From an optimization exercise on the open Yosys and OpenROAD flow, aimed at a short achievable clock period and few clock cycles; shortcuts taken in it are not production practice.
Only simulation tests tie the RTL to the original design; equivalence was not proved.
Power and IR drop assume default switching activity.

==> flow/design.v <==
`default_nettype none
package dcache_pkg;
  typedef logic [32-1:0] word_t;
endpackage
`default_nettype wire
`timescale 1ns/100ps
`default_nettype none
module dcache_top (
  input  wire                    CLK,
  input  wire                    nRST,
  input  wire                    dmemREN,
  input  wire                    dmemWEN,
  input  wire dcache_pkg::word_t dmemaddr,
  input  wire dcache_pkg::word_t dmemstore,
  input  wire                    halt,
  output dcache_pkg::word_t      dmemload,
  output logic                   dhit,
  output logic                   flushed,
  output logic                   dREN,
  output logic                   dWEN,
  output dcache_pkg::word_t      daddr,
  output dcache_pkg::word_t      dstore,
  input  wire dcache_pkg::word_t dload,
  input  wire                    dwait
);
  localparam int NS    = 8;
  localparam int TW    = 26;
  localparam int IW    = 3;
  localparam int BW    = TW + IW;         
  logic [NS-1:0]         val0_q, val1_q, dty0_q, dty1_q;
  logic [NS-1:0]         lru_q;           
  logic [NS-1:0][TW-1:0] tag0_q, tag1_q;
  logic [NS-1:0][31:0]   lo0_q, hi0_q, lo1_q, hi1_q;
  logic [1:0]            wbv_q;           
  logic [1:0]            wbh_q;           
  logic [1:0][BW-1:0]    wba_q;
  logic [1:0][31:0]      wblo_q, wbhi_q;
  logic                  dren_q, dwen_q;
  logic [29:0]           daddr_q;         
  logic [31:0]           dstore_q;        
  logic [29:0]           daddr_h;         
  logic [31:0]           dstore_h;        
  logic                  rph_q;           
  logic                  wslot_q;         
  logic                  wword_q;         
  logic                  dhit_q;
  logic                  fq_q;            
  logic [31:0]           other_q;         
  logic                  pushed_q;        
  logic                  flush_q;
  logic                  flushed_q;
  logic                  lk_q;            
  logic                  rs_q;            
  logic [29:0]           a_q;             
  logic [NS-1:0]         qsel_q;          
  logic                  hit_q;
  logic                  hway_q;          
  logic                  st_q;            
  logic [3:0]            hwo_q;           
  logic [31:0]           word_q;          
  logic [31:0]           ld0_q, ld1_q;    
  logic                  vway_q;          
  logic                  vdirty_q;        
  logic [1:0]            cm_q;            
  logic [TW-1:0] a_tag;
  logic [IW-1:0] a_idx;
  logic          a_off;
  logic          req;
  logic          look;
  assign a_tag = dmemaddr[31:6];
  assign a_idx = dmemaddr[5:3];
  assign a_off = dmemaddr[2];
  assign req   = dmemREN | dmemWEN;
  assign look  = req && !lk_q;
  logic [NS-1:0] sel, eq0, eq1, vw_s, vd_s;
  logic          hit0, hit1, vway, vdirty;
  logic [31:0]   word0, word1;
  always_comb
  begin
    word0  = '0;
    word1  = '0;
    vway   = 1'b0;
    vdirty = 1'b0;
    for (int s = 0; s < NS; s++)
    begin
      sel[s] = (a_idx == IW'(s));
      eq0[s] = val0_q[s] && (tag0_q[s] == a_tag);
      eq1[s] = val1_q[s] && (tag1_q[s] == a_tag);
      vw_s[s] = !val0_q[s] ? 1'b0 : (!val1_q[s] ? 1'b1 : lru_q[s]);
      vd_s[s] = vw_s[s] ? (val1_q[s] && dty1_q[s]) : (val0_q[s] && dty0_q[s]);
      if (sel[s])
      begin
        word0  = a_off ? hi0_q[s] : lo0_q[s];
        word1  = a_off ? hi1_q[s] : lo1_q[s];
        vway   = vw_s[s];
        vdirty = vd_s[s];
      end
    end
  end
  assign hit0 = |(sel & eq0);
  assign hit1 = |(sel & eq1);
  logic [1:0] cm;
  always_comb
    for (int i = 0; i < 2; i++)
      cm[i] = wbv_q[i] && (wba_q[i] == {a_tag, a_idx});
  logic q_off;
  assign q_off = a_q[0];
  logic       hold;                       
  logic       rd_a_done, fill_done, wr_done;
  logic [1:0] wbv_n, wbh_n;               
  logic       head;
  assign hold      = (dren_q || dwen_q) && dwait;
  assign rd_a_done = dren_q && !rph_q && !dwait;
  assign fill_done = dren_q &&  rph_q && !dwait;
  assign wr_done   = dwen_q && !dwait;
  always_comb
  begin
    wbv_n = wbv_q;
    wbh_n = wbh_q;
    if (wr_done)
    begin
      if (wword_q)
      begin
        wbv_n[wslot_q] = 1'b0;
        wbh_n[wslot_q] = 1'b0;
      end
      else
      begin
        wbh_n[wslot_q] = 1'b1;
      end
    end
  end
  assign head = !wbv_n[0];
  logic start_q, start_l, start;
  assign start_q = lk_q && !hit_q && !rs_q && !hold && !rd_a_done &&
                   !(|(cm_q & wbv_n)) && (!vdirty_q || !(&wbv_n));
  assign start_l = look && !(hit0 || hit1) && !hold &&
                   !(|(cm & wbv_n)) && (!vdirty || !(&wbv_n));
  assign start   = start_q || start_l;
  logic wr_next;
  assign wr_next = !hold && !rd_a_done && !look && !start_q && (|wbv_n);
  logic            fl;
  logic [2*NS-1:0] dl, flsel;
  logic            fl_any;
  logic            fl_push, push;
  logic            free;
  logic [2*NS-1:0] flsel_q;
  logic            flany_q;
  logic            flwait_q;
  assign fl     = flush_q;
  assign dl     = {val1_q & dty1_q, val0_q & dty0_q};
  assign fl_any = flany_q || flwait_q;
  always_comb
  begin
    logic found;
    found = 1'b0;
    for (int i = 0; i < 2 * NS; i++)
    begin
      flsel[i] = dl[i] && !found;
      found    = found || dl[i];
    end
  end
  logic v_push;
  assign v_push  = rs_q && vdirty_q && !pushed_q;
  assign fl_push = fl && flany_q && !flwait_q && !(&wbv_q) && !v_push;
  assign push    = v_push || fl_push;
  assign free    = wbv_q[0];
  logic [BW-1:0] p_addr;
  logic [31:0]   p_lo, p_hi;
  always_comb
  begin
    p_addr = '0;
    p_lo   = '0;
    p_hi   = '0;
    for (int s = 0; s < NS; s++)
    begin
      if (fl_push ? flsel_q[s] : (qsel_q[s] && !vway_q))
      begin
        p_addr = p_addr | {tag0_q[s], IW'(s)};
        p_lo   = p_lo | lo0_q[s];
        p_hi   = p_hi | hi0_q[s];
      end
      if (fl_push ? flsel_q[NS + s] : (qsel_q[s] && vway_q))
      begin
        p_addr = p_addr | {tag1_q[s], IW'(s)};
        p_lo   = p_lo | lo1_q[s];
        p_hi   = p_hi | hi1_q[s];
      end
    end
  end
  assign dREN     = dren_q;
  assign dWEN     = dwen_q;
  assign daddr    = {daddr_q, 2'b00};
  assign dstore   = dstore_q;
  assign dhit     = dhit_q;
  assign dmemload = ld0_q | ld1_q;
  assign flushed  = flushed_q;
  always_ff @(posedge CLK, negedge nRST)
  begin
    if (!nRST)
    begin
      wbv_q     <= '0;
      wbh_q     <= '0;
      dren_q    <= 1'b0;
      dwen_q    <= 1'b0;
      rph_q     <= 1'b0;
      wslot_q   <= 1'b0;
      wword_q   <= 1'b0;
      dhit_q    <= 1'b0;
      fq_q      <= 1'b0;
      pushed_q  <= 1'b0;
      flsel_q   <= '0;
      flany_q   <= 1'b0;
      flwait_q  <= 1'b0;
      flush_q   <= 1'b0;
      flushed_q <= 1'b0;
      lk_q      <= 1'b0;
      rs_q      <= 1'b0;
      cm_q      <= '0;
    end
    else
    begin
      wbv_q <= wbv_n;
      wbh_q <= wbh_n;
      if (push)
      begin
        wbv_q[free] <= 1'b1;
        wbh_q[free] <= 1'b0;
      end
      if (!hold)
      begin
        dren_q <= rd_a_done || start;
        dwen_q <= wr_next;
        rph_q  <= rd_a_done;
      end
      if (wr_next)
      begin
        wslot_q <= head;
        wword_q <= wbh_n[head];
      end
      dhit_q <= (look && (hit0 || hit1)) || fill_done;
      fq_q   <= fill_done;
      lk_q   <= dhit ? 1'b0 : (lk_q || req);
      if (dhit)       rs_q <= 1'b0;
      else if (start) rs_q <= 1'b1;
      if (!lk_q) cm_q <= cm;
      if (dhit)        pushed_q <= 1'b0;
      else if (v_push) pushed_q <= 1'b1;
      if (halt) flush_q <= 1'b1;
      flushed_q <= flushed_q || (fl && !fl_any && !push && !hold && (wbv_n == '0));
      flsel_q   <= flsel;
      flany_q   <= |dl;
      flwait_q  <= fl_push;
    end
  end
  logic [29:0] daddr_n;
  logic [31:0] dstore_n;
  logic        idle_n;
  assign idle_n = !rd_a_done && !start_q && !look && !(|wbv_n);
  always_comb
  begin
    if (rd_a_done)
      daddr_n = {daddr_h[29:1], !daddr_h[0]};
    else if (start_q)
      daddr_n = a_q;
    else if (look)
      daddr_n = dmemaddr[31:2];
    else
      daddr_n = {wba_q[head], wbh_n[head]};
    dstore_n = wbh_n[head] ? wbhi_q[head] : wblo_q[head];
  end
  always_ff @(posedge CLK)
  begin
    if (!lk_q)
    begin
      a_q      <= dmemaddr[31:2];
      qsel_q   <= sel;
      hit_q    <= hit0 || hit1;
      hway_q   <= !hit0;
      st_q     <= dmemWEN;
      hwo_q    <= {4{dmemWEN}} & {hit1 && a_off, hit1 && !a_off, hit0 && a_off, hit0 && !a_off};
      vway_q   <= vway;
      vdirty_q <= vdirty;
    end
    if (rd_a_done)
      word_q <= dload;
    if (fill_done)
      other_q <= dload;
    daddr_q  <= hold ? daddr_h : (idle_n ? a_q : daddr_n);
    dstore_q <= hold ? dstore_h : (idle_n ? word_q : dstore_n);
    if (!hold)
    begin
      daddr_h  <= daddr_n;
      dstore_h <= dstore_n;
    end
    ld0_q    <= !lk_q ? (word0 & {32{hit0}}) : word_q;
    ld1_q    <= !lk_q ? (word1 & {32{hit1}}) : '0;
    if (push)
    begin
      wba_q[free]  <= p_addr;
      wblo_q[free] <= p_lo;
      wbhi_q[free] <= p_hi;
    end
  end
  logic hit_done;
  assign hit_done = dhit_q && lk_q && hit_q;
  always_ff @(posedge CLK, negedge nRST)
  begin
    if (!nRST)
    begin
      val0_q <= '0;
      val1_q <= '0;
      dty0_q <= '0;
      dty1_q <= '0;
      lru_q  <= '0;
    end
    else
    begin
      for (int s = 0; s < NS; s++)
      begin
        if (fq_q && qsel_q[s])
        begin
          if (vway_q) begin val1_q[s] <= 1'b1; dty1_q[s] <= st_q; end
          else        begin val0_q[s] <= 1'b1; dty0_q[s] <= st_q; end
          lru_q[s] <= !vway_q;
        end
        else if (hit_done && qsel_q[s])
        begin
          if (st_q)
          begin
            if (hway_q) dty1_q[s] <= 1'b1;
            else        dty0_q[s] <= 1'b1;
          end
          lru_q[s] <= !hway_q;
        end
        if (fl_push && flsel_q[s])      dty0_q[s] <= 1'b0;
        if (fl_push && flsel_q[NS + s]) dty1_q[s] <= 1'b0;
      end
    end
  end
  logic [31:0] fill_lo, fill_hi, wlo, whi;
  assign fill_lo = (st_q && !q_off) ? dmemstore : (q_off ? other_q : word_q);
  assign fill_hi = (st_q &&  q_off) ? dmemstore : (q_off ? word_q : other_q);
  assign wlo     = fq_q ? fill_lo : dmemstore;
  assign whi     = fq_q ? fill_hi : dmemstore;
  logic [1:0] fe;                         
  logic [3:0] he;                         
  assign fe = {fq_q && vway_q, fq_q && !vway_q};
  assign he = {4{lk_q}} & hwo_q;
  always_ff @(posedge CLK)
  begin
    for (int s = 0; s < NS; s++)
    begin
      if (qsel_q[s] && fe[0])           tag0_q[s] <= a_q[29:4];
      if (qsel_q[s] && fe[1])           tag1_q[s] <= a_q[29:4];
      if (qsel_q[s] && (fe[0] || he[0])) lo0_q[s] <= wlo;
      if (qsel_q[s] && (fe[0] || he[1])) hi0_q[s] <= whi;
      if (qsel_q[s] && (fe[1] || he[2])) lo1_q[s] <= wlo;
      if (qsel_q[s] && (fe[1] || he[3])) hi1_q[s] <= whi;
    end
  end
endmodule
`default_nettype wire
==> flow/run.sh <==
#!/bin/bash
# synth_recipe.tcl (not shown) runs the flow's synth.tcl, then flattens the netlist and writes it again
# the make line also repeats each setting of config.mk as NAME=value (left out here)
make -C /OpenROAD-flow-scripts/flow DESIGN_CONFIG=/design/flow/config.mk WORK_HOME=/design/flow/orfs CLKGATE_MAP_FILE= SYNTH_SCRIPT=/design/flow/synth_recipe.tcl finish
==> flow/config.mk <==
export PLATFORM = sky130hd
export DESIGN_NAME = dcache_top
export DESIGN_NICKNAME = dcache_top
export VERILOG_FILES = /design/flow/design.v
export SDC_FILE = /design/flow/constraint.sdc
export NUM_CORES = 4
export LEC_CHECK = 0
export ABC_CLOCK_PERIOD_IN_PS = 1000
export CAP_MARGIN = 20
export CORE_MARGIN = 2
export CORE_UTILIZATION = 40
export PLACE_DENSITY = 0.6
export SETUP_SLACK_MARGIN = 5.0
export SLEW_MARGIN = 20
==> flow/constraint.sdc <==
create_clock -name core_clock -period 8.5 [get_ports {CLK}]
set_input_delay 1.7000 -clock core_clock [delete_from_list [all_inputs] [get_ports {CLK}]]
set_output_delay 1.7000 -clock core_clock [all_outputs]
set_load 0.01 [all_outputs]
==> run summary, run 1 <==
* Post-DRT Antenna Nets at 0
* CTS tree: done
* Row Count at 171
* Max cap viols at 0
* Synth top area share at 61.76%
* Worst slew pin tran at 1.244 ns
* Clock Tree Root: clkbuf_16
* Setup Skew at 0.09368 ns
* Ys flop type: edfxtp_1
* Top-count cell post-synth: edfxtp_1
* HPWL Detailed at roughly 210000 µm
* Via count at around 64000
* Total negative slack at 0 ns
* Critical Path RT at 9.26 ns
* Synth Warn # at 1
* Total Routing Usage GR at 32.87%
* Placed cell areas at 93130 µm²
* CP endpoint kind: flop
* Initial Util at 40.28%
* DP Worst Slack at 2.295 ns
* Fraction of layout cells with a size suffix above 1 at 16.01%
* Layout area overhead at 18.08%
* F_max at about 270 MHz
* Synthesized instance count at about 6000
* Met3 Use GR at 12.53%
* Io pins at 202
* Avg Synthesized Cell Area at ~15 µm²
* Pleak at 36.04 nW
* DRC at 0
* Status: timing/DRC/antenna clean
* Vias per Instance at 6.910
* Synth cell types at 68
* Synth Register Bits at 2001
* Yosys top cell by area: edfxtp_1
* Synth top cells by count: edfxtp_1, mux2i_1, xnor2_1
* Post-layout util at 47.56%
* Synth Cell Area at 87470 µm²
* Worst min path class: flop to flop
* Detailed Routing Iterations Pass 1 at 6
* I/O Buffers at 197
* Final Worst Setup Slack at 4.778 ns
* Met1 Resource Use GR at 43.75%
* Final period util at 43.79%
* GR peak layer: met2
* Area contributors post-synth: edfxtp_1, mux2i_1, xnor2_1
* Detailed Route WL at 378600 µm
* Fin Hold WS at 0.4738 ns
* Antenna violations before repair at 23
* Fin. max-slew vios at 0
* Fin area at approximately 100000 µm²
* Async S/R FF share, synth at under 10%
* Final worst path period need at about 3.7 ns
* Die Wd at 471.6 µm
* CTS clock-pin slew for the worst setup and hold paths at 0.06 ns
* CP Class: input port to flop
* RSZ-0062 raised after global routing: yes
* Setup violators final at 0
* Vias in the first global route at 60700
* Final Hold Viols at 0
* Placer Congestion at ~1.0
* CTS Buf Count at a little over 200
* VDD IR max at 0.2516 mV
* GRT overflow at 0
* Post-synthesis sequential area ratio at between 60% and 70%
* H-tree depth at 4
* GR Layer Usage met2 at 46.82%
* Wirelength per Cell at 40.70 µm
* Die Ht at 471.6 µm
* EDFF count, synth at 1799
* Critical Path Start Type: input port
* Initial drt markers at 11240
* Longest Clk Path Bufs at 3
* Clock net sink count at roughly 2000
* First-pass GRT wire length at 506200 µm
* Max transition margin at 17.05%
* Core outline area at 217200 µm²
* Crit path DAT at 4.48 ns
* Pin count of the biggest net entering global routing at 73
* Clk Latency, worst-skew pair at 0.91 ns
* Fin nets at 6359
* Pwr dens at 339.2 nW/µm²
* DIE AREA at 222400 µm²
* Max FO, Critical Path at 32
## power breakdown
| group | switching (mW) | leakage [nW] | internal (mW) | total (mW) |
|---|---|---|---|---|
| Combinational | 7.46 | 14.0 | 3.43 | 10.9 |
| Sequential | 1.18 | 18.5 | 13.3 | 14.5 |
| Clock | 4.10 | 3.48 | 5.56 | 9.67 |
| Total | 12.7 | 36.0 | 22.3 | 35.0 |
## layer usage
layer | share of wire (%) | vias up
met3 | 16 | 1306
met1 | 37 | 32520
met4 | 6.1 | 22
li1 | - | 24610
met2 | 41 | 5814
met5 | 0.067 | -
## cell type report
cell class              instances  area [µm²]
diodes                          9       22.52
inverters                      88       349.1
well taps                    2854        3571
flip-flops and latches       2001       58490
fillers                     18510      113900
clock inverters               137        1762
multi-input cells            3459       28090
repair buffers                503        5547
clock buffers                 250        5448
## through the flow
stage	power (mW)	instances
after floorplan	19.49	5983
after global placement	24.19	8786
final	35.03	9301
after detailed placement	24.34	8788
after CTS	34.46	9268
after global routing	35.72	9293
## worst max-delay path, cell delays in order
cell       delay, ns
buf_16          0.14
buf_12          0.24
nand2_8         0.12
buf_6           0.36
buf_8           0.39
o22ai_1         0.16
a2111oi_0       0.76
a221oi_1        0.15
nand3_1         0.15
nand2_1         0.07
## cells by family (layout without fill, tap and decap cells)
| kind of cell | Yosys count | after routing | share of synthesized area (%) |
|---|---|---|---|
| flops | 2001 | 2001 | 66.82 |
| buf+inv | 541 | 978 | 2.676 |
| simple gates | 805 | 806 | 4.847 |
| xor+xnor | 474 | 474 | 4.746 |
| mux | 724 | 724 | 8.386 |
| other cells | 1 | 11 | 0.004287 |
| compound gates | 1436 | 1453 | 12.52 |
## state kept, by name, summed over array words and instances (netlist names), 16 cells and up, named ones only
signal / flops
flsel_q: 16
other_q: 32
a_q: 30
lo1_q: 256
hi0_q: 256
lo0_q: 256
ld1_q: 32
word_q: 32
daddr_q: 30
hi1_q: 256
dstore_h: 32
daddr_h: 30
tag1_q: 208
ld0_q: 32
dstore_q: 32
tag0_q: 208
## cell usage in the layout, fill, tap and decap left out, types with 70 or more instances in the layout
| cell | instances |
|---|---|
| nand4_1 | 214 |
| nor2_1 | 125 |
| mux2i_1 | 654 |
| a221oi_1 | 390 |
| a22oi_1 | 71 |
| edfxtp_1 | 1799 |
| o22ai_1 | 176 |
| nand2_1 | 169 |
| buf_4 | 201 |
| clkdlybuf4s50_1 | 96 |
| clkbuf_16 | 206 |
| dfrtp_1 | 71 |
| mux2_2 | 70 |
| o21ai_0 | 147 |
| inv_1 | 78 |
| dfxtp_1 | 113 |
| xnor2_1 | 395 |
| a22o_1 | 360 |
## timing repair
| item | in CTS | in global routing |
|---|---|---|
| endpoints found under the setup margin | 744 | 274 |
| buffers inserted | 54 | 21 |
| hold buffers | 0 | 0 |
| resized for setup | 497 | 61 |
| pin swaps | 51 | 15 |
| gates cloned | 39 | 3 |
## worst paths after layout
path                                     start                  end  slack [ns]  depth (start not counted)
max                                dmemaddr[5]     ld0_q[5]$_DFF_P_        4.78                         10
min                        flushed_q$_DFF_PN0_  flushed_q$_DFF_PN0_        0.47                          1
max reg2reg                 wbv_q[0]$_DFF_PN0_                 flop        4.92                         12
min reg2reg                flushed_q$_DFF_PN0_  flushed_q$_DFF_PN0_        0.47                          1
max in group asynchronous                 nRST   dwen_q$_DFFE_PN0N_        6.63                          2
min in group asynchronous                 nRST  flush_q$_DFFE_PN0P_        0.79                          1
Testbench counts, summed over its fixed seeds: cycles 51,568.
==> inputs of run 2 (changes only) <==
==> flow/flow/run.sh (new file) <==
#!/bin/bash
# The standard layout (standard.sh, the standard flow's own ORFS run with the standard synthesis), with
# three repair settings changed: the port buffers are buf_8 cells instead of the platform's
# smallest buffer, the timing repair may resize a cell to any footprint, and it aims for a
# setup slack of 5.6 ns. The make and tool output goes to flow_make.log; ORFS keeps each
# step's full log under orfs/logs.
set -euo pipefail
bash standard.sh \
  MATCH_CELL_FOOTPRINT=0 \
  "BUFFER_PORTS_ARGS=-buffer_cell sky130_fd_sc_hd__buf_8" \
  SETUP_SLACK_MARGIN=5.6 \
  finish > flow_make.log 2>&1
==> flow/standard.sh (new file) <==
#!/bin/bash
# synth_recipe.tcl (not shown) runs the flow's synth.tcl, then flattens the netlist and writes it again
# the make line also repeats each setting of config.mk as NAME=value (left out here)
make -C /OpenROAD-flow-scripts/flow DESIGN_CONFIG=/design/flow/config.mk WORK_HOME=/design/flow/orfs CLKGATE_MAP_FILE= SYNTH_SCRIPT=/design/flow/synth_recipe.tcl "${@:-finish}"
--- a/flow/config.mk
+++ b/flow/config.mk
@@ -12,3 +12,2 @@
 export PLACE_DENSITY = 0.6
-export SETUP_SLACK_MARGIN = 5.0
 export SLEW_MARGIN = 20
removed: flow/run.sh
==> run 2 against run 1 <==
Routed wire length grew 18%. Power grew 13%. Synthesized area is the same. Still clean. Cell count grew 3.9%. Highest routed layer unchanged. Die area is the same. Sequential power is essentially flat. Clock skew shrank 0.011 ns. Critical path type unchanged. Worst setup slack gained 0.29 ns. Largest cell class unchanged.
==> run summary, run 2 <==
* CP endpoint kind: flop
* Total Routing Usage GR at between 30% and 40%
* Io pins at 202
* Post-synthesis sequential area ratio at 66.82%
* Clock Tree Root: clkbuf_16
* Final period util at 40.36%
* Synth Warn # at 1
* Wirelength per Cell at 46.11 µm
* Pwr dens at around 350 nW/µm²
* Layout area overhead at 28.35%
* Avg Synthesized Cell Area at 14.62 µm²
* DRC at 0
* Core outline area at 217200 µm²
* I/O Buffers at 197
* CTS clock-pin slew for the worst setup and hold paths at 0.06 ns
* Longest Clk Path Bufs at 3
* Detailed Routing Iterations Pass 1 at 14
* Fin Hold WS at 0.4451 ns
* Max FO, Critical Path at 20
* RSZ-0062 raised after global routing: yes
* Area contributors post-synth: edfxtp_1, mux2i_1, xnor2_1
* Clock net sink count at 2001
* Synth cell types at 68
* DIE AREA at roughly 220000 µm²
* Critical Path Start Type: input port
* Vias in the first global route at 63880
* Final Hold Viols at 0
* Synth top area share at 61.76%
* CTS Buf Count at about 210
* Vias per Instance at 7.275
* VDD IR max at 0.2462 mV
* Antenna violations before repair at 36
* Synth Cell Area at 87470 µm²
* Design Power at ~40 mW
* CTS tree: done
* Critical Path RT at 9.26 ns
* Detailed Route WL at 445700 µm
* Worst min path class: flop to flop
* Max transition margin at between 10% and 20%
* Commonest non-fill, non-tap cells in the layout: edfxtp_1, mux2i_1, xnor2_1
* HPWL Detailed at roughly 210000 µm
* Yosys top cell by area: edfxtp_1
* Initial drt markers at 14130
* Placer Congestion at 1.004
* Pleak at 39.81 nW
* Synth top cells by count: edfxtp_1, mux2i_1, xnor2_1
* Synthesized instance count at 5982
* Synth Register Bits at 2001
* EDFF count, synth at 1799
* Setup violators final at 0
* Final worst path period need at 3.430 ns
* Initial Util at 40.28%
* Row Count at 171
* CP Class: input port to flop
* Max cap viols at 0
* First-pass GRT wire length at 564000 µm
* Post-DRT Antenna Nets at 0
* Commonest non-fill, non-tap cell in the layout: edfxtp_1
* H-tree depth at 4
* Clk Latency, worst-skew pair at roughly 0.92 ns
* Top-count cell post-synth: edfxtp_1
* Ys flop type: edfxtp_1
* Die Wd at ~470 µm
* Pin count of the biggest net entering global routing at 77
* Setup Skew at 0.08231 ns
* Status: timing/DRC/antenna clean
* GRT overflow at 0
* FILL cells at 17650
* Async S/R FF share, synth at 3.798%
* Fin. max-slew vios at 0
* Die Ht at 471.6 µm
* Worst slew pin tran at 1.291 ns
* Fraction of layout cells with a size suffix above 1 at 28.58%
* Fin nets at 6694
* Crit path DAT at 4.19 ns
* F_max at 291.5 MHz
* Total negative slack at 0 ns
* Via count at 70330
-- run 2: area by class of cell --
type                       count  area, µm²  share of cell area (%)
inverter                      88      379.1                  0.3377
antenna                       36      90.09                 0.08025
timing repair buffer         793      11070                   9.864
clock inverter               116       1235                   1.100
tap                         2854       3571                   3.181
multi-input combinational   3499      31620                   28.16
clock buffer                 280       5718                   5.093
sequential                  2001      58580                   52.18
-- run 2: stage by stage --
stage	area (µm²)	util, %	worst slack (ns)	instances
2_1_floorplan	88670	-	4.877	5983
3_3_place_gp	94310	43.43	2.723	8763
3_5_place_dp	94370	43.46	2.690	8765
4_1_cts	108100	49.79	5.107	9490
5_1_grt	112200	51.66	5.122	9636
6_report	112300	51.69	5.070	9667
-- run 2: what timing repair did --
item | in CTS | in global routing
pin swaps | 107 | 191
gates cloned | 116 | 38
hold buffers | 0 | 0
resized for setup | 677 | 418
endpoints found under the setup margin | 1954 | 859
setup buffers | 213 | 100
-- run 2: worst max-delay path, stage by stage --
cell	delay, ns
buf_8	0.17
xnor2_1	0.51
nand4_1	0.36
nor4_2	0.39
a22oi_2	0.10
or4b_4	0.25
buf_12	0.21
nor4_4	0.07
or3b_1	0.39
-- run 2: kinds of logic (layout without fill, tap and decap cells) --
group | Yosys count | after routing | synth area share (%)
other cells | 1 | 38 | 0.004287
simple gates | 805 | 812 | 4.847
xor+xnor | 474 | 474 | 4.746
flops | 2001 | 2001 | 66.82
compound gates | 1436 | 1487 | 12.52
buf+inv | 541 | 1277 | 2.676
mux | 724 | 724 | 8.386
-- run 2: worst paths after layout --
kind                            slack, ns  cells after the start                from                    end
worst max-delay path                 5.07                      9        dmemaddr[17]     dren_q$_DFFE_PN0N_
max in group asynchronous            7.22                      1                nRST  val0_q[2]$_DFFE_PN0P_
worst min register to register       0.45                      0   a_q[27]$_DFFE_PN_   tag1_q[49]$_DFFE_PP_
worst max register to register       5.39                     13  wbv_q[0]$_DFF_PN0_                   flop
worst min-delay path                 0.45                      0   a_q[27]$_DFFE_PN_   tag1_q[49]$_DFFE_PP_
min in group asynchronous            0.77                      1                nRST         lk_q$_DFF_PN0_
-- run 2: where the power goes --
part / total [mW] / switching [mW] / leakage, nW / internal [mW]
logic: 15.4 / 9.96 / 17.9 / 5.44
clock network: 9.42 / 4.18 / 3.40 / 5.25
registers: 14.7 / 1.38 / 18.5 / 13.3
-- run 2: per-layer routing --
| metal | global-route usage [%] | share of wire, % |
|---|---|---|
| met1 | 47.12 | 33 |
| met2 | 50.58 | 39 |
| met3 | 17.98 | 19 |
| met4 | 24.55 | 8.8 |
| met5 | 0.1298 | 0.078 |
==> inputs of run 3 (changes only) <==
--- a/flow/design.v
+++ b/flow/design.v
@@ -60,3 +60,3 @@
   logic [31:0]           word_q;          
-  logic [31:0]           ld0_q, ld1_q;    
+  logic [31:0]           ld_q;            
   logic                  vway_q;          
@@ -195,3 +195,3 @@
   assign dhit     = dhit_q;
-  assign dmemload = ld0_q | ld1_q;
+  assign dmemload = ld_q;
   assign flushed  = flushed_q;
@@ -295,4 +295,3 @@
     end
-    ld0_q    <= !lk_q ? (word0 & {32{hit0}}) : word_q;
-    ld1_q    <= !lk_q ? (word1 & {32{hit1}}) : '0;
+    ld_q     <= !lk_q ? (hit1 ? word1 : word0) : word_q;
     if (push)
--- a/flow/flow/run.sh
+++ b/flow/flow/run.sh
@@ -4,3 +4,3 @@
 # smallest buffer, the timing repair may resize a cell to any footprint, and it aims for a
-# setup slack of 5.6 ns. The make and tool output goes to flow_make.log; ORFS keeps each
+# setup slack of 6.0 ns. The make and tool output goes to flow_make.log; ORFS keeps each
 # step's full log under orfs/logs.
@@ -10,3 +10,3 @@
   "BUFFER_PORTS_ARGS=-buffer_cell sky130_fd_sc_hd__buf_8" \
-  SETUP_SLACK_MARGIN=5.6 \
+  SETUP_SLACK_MARGIN=6.0 \
   finish > flow_make.log 2>&1
==> run 3 against run 2 <==
Still clean on timing, DRC and antenna. Clock power increased by 0.8%. Synthesized cell count fell by 0.79%. Clock-buffer cell count down 32. Non-clock buffer count rose by 166. Die area down 0.61%. Design area up 3.5%. Core utilization is 2.0 points higher. Sequential power hardly changed. Cell count rose by 0.90%. Power fell by 1.1%. Critical path type unchanged. Critical endpoint unchanged.
==> run summary, run 3 <==
* Status: timing/DRC/antenna clean
* Fraction of synthesized cell area in xor and xnor cells at 4.756%
* Yosys top cell by area: edfxtp_1
* Row Count at 171
* H-tree depth at 4
* Pin count of the biggest net entering global routing at slightly below 80
* Pwr dens at 336.5 nW/µm²
* Synthesized instance count at roughly 6000
* CTS clock-pin slew for the worst setup and hold paths at 0.07 ns
* Post-synthesis compound-gate area fraction at 13.47%
* Synth cell types at 68
* Post-synthesis sequential area ratio at 66.50%
* Pleak at 40.72 nW
* Vias per Instance at 7.383
* Final worst path period need at 3.228 ns
* Clock Tree Root: clkbuf_16
* WHS Path Cells at 2
* Avg Synthesized Cell Area at 14.65 µm²
* Vias in the first global route at 65840
* Placer Congestion at 0.9713
* FF-to-FF setup slack at 5.34 ns
* RSZ-0062 raised after global routing: yes
* Post-DRT Antenna Nets at 0
* Design Power at 39.10 mW
* CTS tree: done
* Synth top area share at 62.15%
* DRC at 0
* Longest Clk Path Bufs at 3
* Fin. max-slew vios at 0
* I/O Buffers at 197
* Final period util at 37.98%
* Detailed Route WL at 456600 µm
* Synth Cell Area at 86930 µm²
* Crit path DAT at 3.99 ns
* Core outline area at 216500 µm²
* Worst slew pin tran at 1.355 ns
* Initial Util at 40.15%
* Critical Path RT at approximately 9 ns
* Io pins at 202
* Max cap viols at 0
* F_max at between 300 and 400 MHz
* Ys flop type: edfxtp_1
* DIE AREA at about 220000 µm²
* Clock net sink count at ~2000
* GRT overflow at 0
* Die Wd at 470.2 µm
* FILL cells at roughly 17000
* Layout area overhead at 33.67%
* HPWL Detailed at 202000 µm
* Async S/R FF share, synth at 3.860%
* Setup Skew at 0.1030 ns
* Total negative slack at 0 ns
* CP endpoint kind: flop
* CP Class: input port to flop
* R2R cell count at 14
* Multi-input logic area at 33150 µm²
* Total Routing Usage GR at 39.17%
* Initial drt markers at 15880
* Final Hold Viols at 0
* Multiplexer area fraction after synthesis at 7.953%
* Detailed Routing Iterations Pass 1 at 11
* Crit-path cells: buf_8, xnor2_2, nand4_1, nor3_2, a22oi_2, buf_4, nand4_4, buf_12, clkbuf_16, buf_16, nand4bb_4, nand3_1
* Fin nets at approximately 6800
* Worst min path class: flop to flop
* Wirelength per Cell at around 47 µm
* Synth top cells by count: edfxtp_1, mux2i_1, xnor2_1
* Setup violators final at 0
* CP max stage delay at around 0.32 ns
* Commonest non-fill, non-tap cell in the layout: edfxtp_1
* Reg area at 58000 µm²
* DP Worst Slack at 2.751 ns
* Fraction of layout cells with a size suffix above 1 at 33.25%
* Via count at 72020
* Top-count cell post-synth: edfxtp_1
* CTS Buf Count at 203
* Simple-Gate Fraction of Synth Area at roughly 4.5%
* Final Worst Setup Slack at around 5.3 ns
* Max FO, Critical Path at 20
* First-pass GRT wire length at between 500000 and 600000 µm
* Die Ht at 470.2 µm
* Commonest non-fill, non-tap cells in the layout: edfxtp_1, mux2i_1, a22o_1
* CP max-delay cell: nand4_1
* Area contributors post-synth: edfxtp_1, mux2i_1, xnor2_1
* Main combinational cell family by area after synthesis: compound AO/OA/AOI/OAI gates
* EDFF count, synth at 1799
* Max transition margin at around a tenth
* Synth Warn # at 1
* Synth Register Bits at between 1500 and 2000
* Post-Synth Adder-Cell Area at 0%
* Antenna violations before repair at 46
* VDD IR max at ~0.23 mV
* Clk Latency, worst-skew pair at 0.95 ns
* Critical Path Start Type: input port
-- run 3: cell count changes after synthesis, sizes merged, moves of 41 or more --
cell,previous run,this run
inv,87,28
nand3,63,10
a22oi,72,14
a21oi,90,243
mux2i,654,613
o21ai,165,245
buf,246,296
o221ai,0,64
-- run 3: routing by layer --
layer / GRT usage (%) / up-vias / share of wire, %
met1: 47.34 / 35510 / 32
met5: 0.7787 / - / 0.16
met4: 28.82 / 36 / 9.6
li1: - / 25670 / -
met3: 21.24 / 2522 / 19
met2: 52.08 / 8274 / 38
-- run 3: final timing paths --
| check | startpoint | endpoint |
|---|---|---|
| max | dmemaddr[16] | dren_q$_DFFE_PN0N_ |
| min | dstore_h[12]$_DFFE_PN_ | dstore_q[12]$_DFF_P_ |
| max reg2reg | flush_q$_DFFE_PN0P_ | flop |
| min reg2reg | dstore_h[12]$_DFFE_PN_ | dstore_q[12]$_DFF_P_ |
| max in group asynchronous | nRST | fq_q$_DFF_PN0_ |
| min in group asynchronous | nRST | flush_q$_DFFE_PN0P_ |
-- run 3: per-stage QoR --
step	cell area (µm²)	cells	util, %	hold WS [ns]
after global placement	93410	8688	43.14	0.4484
after global routing	116100	9716	53.62	0.5049
final	116200	9754	53.67	0.4827
after detailed placement	93410	8688	43.14	0.4666
after CTS	112300	9577	51.84	0.4737
after floorplan	88100	5936	-	0.4203
-- run 3: critical path, delay by kind of cell --
kind / cells / cell delay, ns
XOR/XNOR: 1 / 0.30
AND/OR/NAND/NOR: 5 / 0.96
AO/OA/AOI/OAI: 1 / 0.11
buffers and inverters: 5 / 0.86
-- run 3: layout make-up --
| class | instances | share of cell area [%] |
|---|---|---|
| sequential | 1969 | 49.92 |
| clock buffer | 248 | 4.650 |
| timing repair buffer | 959 | 12.25 |
| multi-input combinational | 3515 | 28.53 |
| inverter | 30 | 0.1217 |
| antenna | 48 | 0.1034 |
| clock inverter | 131 | 1.354 |
| tap | 2854 | 3.073 |
-- run 3: logic make-up after synthesis --
logic type / Yosys count
multiplexers: 682
XOR/XNOR: 472
AO/OA/AOI/OAI: 1586
buffers and inverters: 493
AND/OR/NAND/NOR: 732
other: 1
flip-flops: 1969
-- run 3: report_power, final --
group          leakage, nW  switching (mW)  internal, mW
clock                 3.38            4.11          5.39
combinational         19.1            9.28          5.96
sequential            18.2            1.38          13.0
total                 40.7            14.8          24.3
-- run 3: timing repair --
action	CTS	global route
hold buffers	0	0
gates resized for setup	1137	390
cloned	175	18
endpoints found under the setup margin	2461	1088
pin swaps	239	196
setup buffers	335	110
Testbench counts of run 3, summed over its fixed seeds: cycles 51,568.

[re-timing with driven ports]
In the flow no input, the clock included, has a driving cell. The finished layouts below were timed again as built, in two steps.
Step 1: set_driving_cell puts a clkbuf_16 on CLK and a buf_2 on each other input, an assumption about the parent block.
Step 2 moves the port delays by t, midway between the first and last clock arrival at a register: inputs arrive t later, outputs are due t later. That takes back most of the time a late clock gives input paths.
Slacks: ideal / step 1 / step 2; pairs: ideal / step 1.
| run | t, ns | setup slack, ns | worst hold slack (ns) | worst slew at a driven data input, ns |
|---|---|---|---|---|
| run 1 | 0.958 | 4.778 / 4.774 / 3.816 | 0.474 / 0.474 / 0.474 | 0.12 |
| run 2 | 0.980 | 5.070 / 4.918 / 3.938 | 0.445 / 0.445 / 0.445 | 0.47 |
| run 3 | 1.003 | 5.272 / 4.914 / 3.910 | 0.483 / 0.483 / 0.483 | 0.61 |
After both steps every run listed still meets setup and hold. The setup slack of run 3, which loses most, moves by -0.358 ns with the drivers and by -1.362 ns with both steps.
